Context: an optimization exercise on an open-source flow, tuned for small area, a short achievable clock period and few clock cycles per item. The choices shown serve that exercise and are no tape-out recipe.
Where RTL was checked, it was by simulation tests only, not by an equivalence proof against the original.
Power and IR drop assume default switching activity.

== rev 12 ==
Design vpu_sp_top, start of the top module:
module vpu_sp_top (
  input  logic        clk,
  input  logic        rst_n,
  input  logic        line_start,
  input  logic [7:0]  line_y,
  output logic        busy,
  output logic        line_done,
  output logic        param_req_en,
  output logic [3:0]  param_req_addr,
  input  logic [31:0] param_rdata,
  output logic        tile_req_en,
  output logic [15:0] tile_req_addr,
  input  logic [7:0]  tile_rdata,
  output logic        pal_req_en,
  output logic [9:0]  pal_req_addr,
  input  logic [31:0] pal_rdata,
  output logic        lb_rd_en,
  output logic [7:0]  lb_rd_addr,
  output logic        lb_wr_en,
  output logic [7:0]  lb_wr_addr,
  output logic [31:0] lb_wdata,
  input  logic [31:0] lb_rdata
);
Size: roughly 1500 cells after synthesis, roughly 300 flip-flops, roughly 200 I/O pins, roughly 15000 sq um of cells after synthesis.
==> flow/config.mk <==
export PLATFORM = sky130hd
export DESIGN_NAME = vpu_sp_top
export DESIGN_NICKNAME = vpu_sp_top
export VERILOG_FILES = /design/flow/design.v
export SDC_FILE = /design/flow/constraint.sdc
export NUM_CORES = 4
export LEC_CHECK = 0
export ABC_AREA = 1
export CAP_MARGIN = 20
export CORE_MARGIN = 2
export CORE_UTILIZATION = 40
export CTS_BUF_LIST = sky130_fd_sc_hd__clkbuf_8
export CTS_CLUSTER_DIAMETER = 80
export CTS_CLUSTER_SIZE = 16
export SLEW_MARGIN = 75
==> flow/constraint.sdc <==
create_clock -name core_clock -period 11.0 [get_ports {clk}]
set_input_delay 2.2000 -clock core_clock [delete_from_list [all_inputs] [get_ports {clk}]]
set_output_delay 2.2000 -clock core_clock [all_outputs]
set_load 0.01 [all_outputs]
standard.sh (not shown) runs the stock make flow with config.mk's settings and CLKGATE_MAP_FILE= SYNTH_SCRIPT=/design/flow/synth_recipe.tcl, a recipe that flattens the netlist after the stock synthesis.
==> flow/flow/run.sh <==
#!/bin/bash
# The standard layout, except that each port gets the smallest buffer
# (buf_1) instead of the one buffer_ports picks by default.
set -euo pipefail
export BUFFER_PORTS_ARGS="-buffer_cell sky130_fd_sc_hd__buf_1"
bash standard.sh finish > standard_flow.log 2>&1
The inputs of rev 13 differ from those of rev 12 as listed below.
--- a/flow/design.v
+++ b/flow/design.v
@@ -167,24 +167,17 @@
   input  logic [31:0] dst,
   input  logic        a_zero,
   input  logic        a_full,
   output logic [7:0]  res_a,
   output logic [59:0] hi,
   output logic [2:0]  c6
 );
-  logic [8:0] a_c;
-  logic [7:0] a_sum;
-  always_comb begin
-    a_c[0] = 1'b0;
-    for (int i = 0; i < 8; i++) begin
-      a_sum[i]  = (dst[24 + i] ^ src[24 + i]) ^ a_c[i];
-      a_c[i + 1] = (dst[24 + i] & a_c[i]) | (src[24 + i] & (dst[24 + i] | a_c[i]));
-    end
-  end
-  assign res_a = a_zero ? dst[31:24] : a_full ? 8'd255 : {a_c[8], a_sum[7:1]};
+  logic [8:0] a_sum;
+  assign a_sum      = {1'b0, dst[31:24]} + {1'b0, src[31:24]};
+  assign res_a = a_zero ? dst[31:24] : a_full ? 8'd255 : a_sum[8:1];
   vpu_sp_mix u_r (.x0(dst[23:16]), .x1(src[23:16]), .sel(src[31:24]), .keep(a_zero | a_full), .hi_a(hi[59:50]), .hi_b(hi[49:40]), .c6(c6[2]));
   vpu_sp_mix u_g (.x0(dst[15:8]),   .x1(src[15:8]),  .sel(src[31:24]),        .keep(a_zero | a_full), .hi_a(hi[39:30]), .hi_b(hi[29:20]), .c6(c6[1]));
   vpu_sp_mix u_b (.x0(dst[7:0]),    .x1(src[7:0]),   .sel(src[31:24]), .keep(a_zero | a_full), .hi_a(hi[19:10]), .hi_b(hi[9:0]), .c6(c6[0]));
 endmodule
 `timescale 1ns/100ps
 module vpu_sp (
   input  logic                   clk,
@@ -382,53 +375,25 @@
     p4_az  <= (pal_rdata[31:24] == 8'd0);
     p4_af  <= (pal_rdata[31:24] == 8'd255);
     p5_x   <= p4_x;
     p5_a   <= blend_a;
     p5_hi  <= blend_hi;
     p5_c6  <= blend_c6;
     p6_x   <= p5_x;
-    p6_res <= {p5_a, blend_r, blend_g, blend_b};
+    p6_res <= {p5_a, blend_r[9:2], blend_g[9:2], blend_b[9:2]};
   end
   logic [7:0]  blend_a;
   logic [59:0] blend_hi;
   logic [2:0]  blend_c6;
-  logic [7:0]  blend_r;
-  logic [7:0]  blend_g;
-  logic [7:0]  blend_b;
-  function automatic logic [7:0] add_hi(input logic [9:0] a, input logic [9:0] b,
-                                        input logic c);
-    logic       c1;
-    logic       c2;
-    logic [7:0] g0;
-    logic [7:0] p0;
-    logic [7:0] g;
-    logic [7:0] p;
-    c1 = (a[0] & c)  | (b[0] & (a[0] | c));
-    c2 = (a[1] & c1) | (b[1] & (a[1] | c1));
-    g0 = a[9:2] & b[9:2];
-    p0 = a[9:2] ^ b[9:2];
-    g  = g0;
-    p  = p0;
-    g[0] = g0[0] | (p0[0] & c2);
-    g[1] = g[1] | (p[1] & g[0]);  p[1] = p[1] & p[0];
-    g[3] = g[3] | (p[3] & g[2]);  p[3] = p[3] & p[2];
-    g[5] = g[5] | (p[5] & g[4]);  p[5] = p[5] & p[4];
-    g[7] = g[7] | (p[7] & g[6]);  p[7] = p[7] & p[6];
-    g[3] = g[3] | (p[3] & g[1]);  p[3] = p[3] & p[1];
-    g[7] = g[7] | (p[7] & g[5]);  p[7] = p[7] & p[5];
-    g[7] = g[7] | (p[7] & g[3]);  p[7] = p[7] & p[3];
-    g[5] = g[5] | (p[5] & g[3]);  p[5] = p[5] & p[3];
-    g[2] = g[2] | (p[2] & g[1]);  p[2] = p[2] & p[1];
-    g[4] = g[4] | (p[4] & g[3]);  p[4] = p[4] & p[3];
-    g[6] = g[6] | (p[6] & g[5]);  p[6] = p[6] & p[5];
-    add_hi = p0 ^ {g[6:0], c2};
-  endfunction
-  assign blend_r = add_hi(p5_hi[59:50], p5_hi[49:40], p5_c6[2]);
-  assign blend_g = add_hi(p5_hi[39:30], p5_hi[29:20], p5_c6[1]);
-  assign blend_b = add_hi(p5_hi[19:10], p5_hi[9:0],   p5_c6[0]);
+  logic [9:0]  blend_r;
+  logic [9:0]  blend_g;
+  logic [9:0]  blend_b;
+  assign blend_r = p5_hi[59:50] + p5_hi[49:40] + {9'd0, p5_c6[2]};
+  assign blend_g = p5_hi[39:30] + p5_hi[29:20] + {9'd0, p5_c6[1]};
+  assign blend_b = p5_hi[19:10] + p5_hi[9:0]   + {9'd0, p5_c6[0]};
   vpu_sp_color_merge u_color_merge (
     .src (p4_src),
     .dst (p4_dst),
     .a_zero (p4_az),
     .a_full (p4_af),
     .res_a  (blend_a),
     .hi     (blend_hi),
Post-route minimum period: rev 13 lower than rev 12. Re hold slack: rev 13 and rev 12 aren't equal, and the lower value belongs to rev 12. Comparing rev 13 and rev 12, the lower sequential share of layout area was measured on rev 13. Slack of the critical path delta for rev 13 relative to rev 12: 660 ps higher. Between rev 12 and rev 13, final period utilization decreased. Rev 13 ended with less critical path depth than rev 12.
Function was not checked in any run of this note: the RTL went through the layout flow alone.

* * *

## run A
Another version of the RTL of vpu_sp_top (not shown whole).
For scale: about 310 flip-flops, ~200 I/O pins, ~15,000 sq um of cells after synthesis.
Design vpu_sp_top, start of the top module:
module vpu_sp_top (
  input  logic        clk,
  input  logic        rst_n,
  input  logic        line_start,
  input  logic [7:0]  line_y,
  output logic        busy,
  output logic        line_done,
  output logic        param_req_en,
  output logic [3:0]  param_req_addr,
  input  logic [31:0] param_rdata,
  output logic        tile_req_en,
  output logic [15:0] tile_req_addr,
  input  logic [7:0]  tile_rdata,
  output logic        pal_req_en,
  output logic [9:0]  pal_req_addr,
  input  logic [31:0] pal_rdata,
  output logic        lb_rd_en,
  output logic [7:0]  lb_rd_addr,
  output logic        lb_wr_en,
  output logic [7:0]  lb_wr_addr,
  output logic [31:0] lb_wdata,
  input  logic [31:0] lb_rdata
);
clock: 11.0 ns
lec_check: 0
abc_area: 1
cap_margin: 20
core_margin: 2
core_utilization: 40
cts_buf_list: sky130_fd_sc_hd__clkbuf_8
cts_cluster_diameter: 80
cts_cluster_size: 16
slew_margin: 75
Scripts as last shown in full above: flow/flow/run.sh
Testbench counts of run A, summed over its fixed seeds: cycles 50,398, lines 512.
Here is what was changed in the inputs of run B compared with run A.
--- a/flow/design.v
+++ b/flow/design.v
@@ -159,30 +159,29 @@
   assign rb = {1'b0, m[7][7], w83, w81, w79, w77, w75, w73, w71, w69, w67, w65, w63, m[2][0], m[1][0], 1'b0};
   assign lo   = {2'b0, ra[5:0]} + {2'b0, rb[5:0]};
   assign c6   = lo[6];
   assign hi_a = ra[15:6];
   assign hi_b = rb[15:6];
 endmodule
 module vpu_sp_color_merge (
   input  logic [31:0] src,
   input  logic [31:0] dst,
-  input  logic [7:0]  a_n,
   input  logic        a_zero,
   input  logic        a_full,
   output logic [7:0]  res_a,
   output logic [59:0] hi,
   output logic [2:0]  c6
 );
   logic [8:0] a_sum;
   assign a_sum      = {1'b0, dst[31:24]} + {1'b0, src[31:24]};
   assign res_a = a_zero ? dst[31:24] : a_full ? 8'd255 : a_sum[8:1];
   vpu_sp_mix u_r (.x0(dst[23:16]), .x1(src[23:16]), .sel(src[31:24]), .keep(a_zero | a_full), .hi_a(hi[59:50]), .hi_b(hi[49:40]), .c6(c6[2]));
-  vpu_sp_mix u_g (.x0(src[15:8]),   .x1(dst[15:8]),  .sel(a_n),        .keep(a_zero | a_full), .hi_a(hi[39:30]), .hi_b(hi[29:20]), .c6(c6[1]));
+  vpu_sp_mix u_g (.x0(dst[15:8]),   .x1(src[15:8]),  .sel(src[31:24]),        .keep(a_zero | a_full), .hi_a(hi[39:30]), .hi_b(hi[29:20]), .c6(c6[1]));
   vpu_sp_mix u_b (.x0(dst[7:0]),    .x1(src[7:0]),   .sel(src[31:24]), .keep(a_zero | a_full), .hi_a(hi[19:10]), .hi_b(hi[9:0]), .c6(c6[0]));
 endmodule
 `timescale 1ns/100ps
 module vpu_sp (
   input  logic                   clk,
   input  logic                   rst_n,
   input  logic                   line_start,
   input  logic [7:0]             line_y,
   output logic                   busy,
@@ -227,19 +226,18 @@
   logic       p2_v;
   logic [9:0] p2_pal_addr;
   logic [7:0] p2_x;
   logic       p3_v;
   logic [7:0] p3_x;
   logic       p4_v;
   logic [7:0] p4_x;
   logic [31:0] p4_src;
   logic [31:0] p4_dst;
-  logic [7:0] p4_an;       
   logic       p4_az;
   logic       p4_af;
   logic       p5_v;
   logic [7:0] p5_x;
   logic [7:0] p5_a;
   logic [59:0] p5_hi;
   logic [2:0] p5_c6;
   logic       p6_v;
   logic [7:0] p6_x;
@@ -368,41 +366,67 @@
     p1_x   <= k_x;
     if (k_took) p1_pal <= {param_rdata[6], param_rdata[5:4], param_rdata[3:0]};
     p2_x        <= p1_x;
     p2_pal_addr <= p1_pal[6] ? {p1_pal[5:4], p1_pal[3:0], tile_rdata[3:0]}
                              : {p1_pal[5:4], tile_rdata};
     p3_x   <= p2_x;
     p4_x   <= p3_x;
     p4_src <= pal_rdata;
     p4_dst <= lb_rdata;
-    p4_an  <= ~pal_rdata[31:24];
     p4_az  <= (pal_rdata[31:24] == 8'd0);
     p4_af  <= (pal_rdata[31:24] == 8'd255);
     p5_x   <= p4_x;
     p5_a   <= blend_a;
     p5_hi  <= blend_hi;
     p5_c6  <= blend_c6;
     p6_x   <= p5_x;
-    p6_res <= {p5_a, blend_r[9:2], blend_g[9:2], blend_b[9:2]};
+    p6_res <= {p5_a, blend_r, blend_g, blend_b};
   end
   logic [7:0]  blend_a;
   logic [59:0] blend_hi;
   logic [2:0]  blend_c6;
-  logic [9:0]  blend_r;
-  logic [9:0]  blend_g;
-  logic [9:0]  blend_b;
-  assign blend_r = p5_hi[59:50] + p5_hi[49:40] + {9'd0, p5_c6[2]};
-  assign blend_g = p5_hi[39:30] + p5_hi[29:20] + {9'd0, p5_c6[1]};
-  assign blend_b = p5_hi[19:10] + p5_hi[9:0]   + {9'd0, p5_c6[0]};
+  logic [7:0]  blend_r;
+  logic [7:0]  blend_g;
+  logic [7:0]  blend_b;
+  function automatic logic [7:0] add_hi(input logic [9:0] a, input logic [9:0] b,
+                                        input logic c);
+    logic       c1;
+    logic       c2;
+    logic [7:0] g0;
+    logic [7:0] p0;
+    logic [7:0] g;
+    logic [7:0] p;
+    c1 = (a[0] & c)  | (b[0] & (a[0] | c));
+    c2 = (a[1] & c1) | (b[1] & (a[1] | c1));
+    g0 = a[9:2] & b[9:2];
+    p0 = a[9:2] ^ b[9:2];
+    g  = g0;
+    p  = p0;
+    g[0] = g0[0] | (p0[0] & c2);
+    g[1] = g[1] | (p[1] & g[0]);  p[1] = p[1] & p[0];
+    g[3] = g[3] | (p[3] & g[2]);  p[3] = p[3] & p[2];
+    g[5] = g[5] | (p[5] & g[4]);  p[5] = p[5] & p[4];
+    g[7] = g[7] | (p[7] & g[6]);  p[7] = p[7] & p[6];
+    g[3] = g[3] | (p[3] & g[1]);  p[3] = p[3] & p[1];
+    g[7] = g[7] | (p[7] & g[5]);  p[7] = p[7] & p[5];
+    g[7] = g[7] | (p[7] & g[3]);  p[7] = p[7] & p[3];
+    g[5] = g[5] | (p[5] & g[3]);  p[5] = p[5] & p[3];
+    g[2] = g[2] | (p[2] & g[1]);  p[2] = p[2] & p[1];
+    g[4] = g[4] | (p[4] & g[3]);  p[4] = p[4] & p[3];
+    g[6] = g[6] | (p[6] & g[5]);  p[6] = p[6] & p[5];
+    add_hi = p0 ^ {g[6:0], c2};
+  endfunction
+  assign blend_r = add_hi(p5_hi[59:50], p5_hi[49:40], p5_c6[2]);
+  assign blend_g = add_hi(p5_hi[39:30], p5_hi[29:20], p5_c6[1]);
+  assign blend_b = add_hi(p5_hi[19:10], p5_hi[9:0],   p5_c6[0]);
   vpu_sp_color_merge u_color_merge (
     .src (p4_src),
     .dst (p4_dst),
-    .a_n    (p4_an),
     .a_zero (p4_az),
     .a_full (p4_af),
     .res_a  (blend_a),
     .hi     (blend_hi),
     .c6     (blend_c6)
   );
   assign param_req.en   = f_req;
   assign param_req.addr = {f_idx, f_word};
   assign tile_req.en    = k_act;
==> run notes <==
- Core footprint shrinks by a few percent when moving from run A to run B.
- Status: fmax parity (run A, run B)
- Higher sequential share of layout area goes to run B over run A.
- Taking run A as the reference point, the final standard cell count with taps included and fillers excluded of run B falls by about 4%.
- Synthesized area shrinks slightly when moving from run A to run B.
- Relative to run A, clock network power share has gone down in run B.
- Cell leakage power (higher): run A
- On global-route usage, run B and run A are neck and neck.
- Cmp run B and run A / sequential power share / lower: run A
- Non-clock buffer count in run B is 2 below run A.
Testbench counts of run B, summed over its fixed seeds: cycles 50,398, lines 512.

afterwards: timing with drivers on the ports:
No port has a modelled driver above. Below, the same layouts with a new extraction and two added sets of constraints.
Step 1 sets driving cells, clkbuf_16 on the clock port and buf_2 on the other inputs (assumed; they add their load-dependent delay and slew).
Step 2 moves the port delays by t, midway between the first and last clock arrival at a register: inputs arrive t later, outputs are due t later. That takes back most of the time a late clock gives input paths.
a / b / c = no drivers / after step 1 / after step 2; a / b = the first two.
| run | t (ns) | setup slack, ns | worst register clock-pin slew, ns |
|---|---|---|---|
| rev 12 | 0.645 | 6.892 / 6.892 / 6.846 | 0.11 / 0.11 |
| rev 13 | 0.637 | 7.552 / 7.505 / 7.060 | 0.11 / 0.11 |
| run A | 0.648 | 7.550 / 7.501 / 7.035 | 0.10 / 0.10 |
| run B | 0.637 | 7.542 / 7.500 / 6.977 | 0.11 / 0.11 |
After both steps setup and hold are still met in every run listed. The setup slack of run B, which loses most, moves by -0.042 ns with the drivers and by -0.565 ns with both steps.
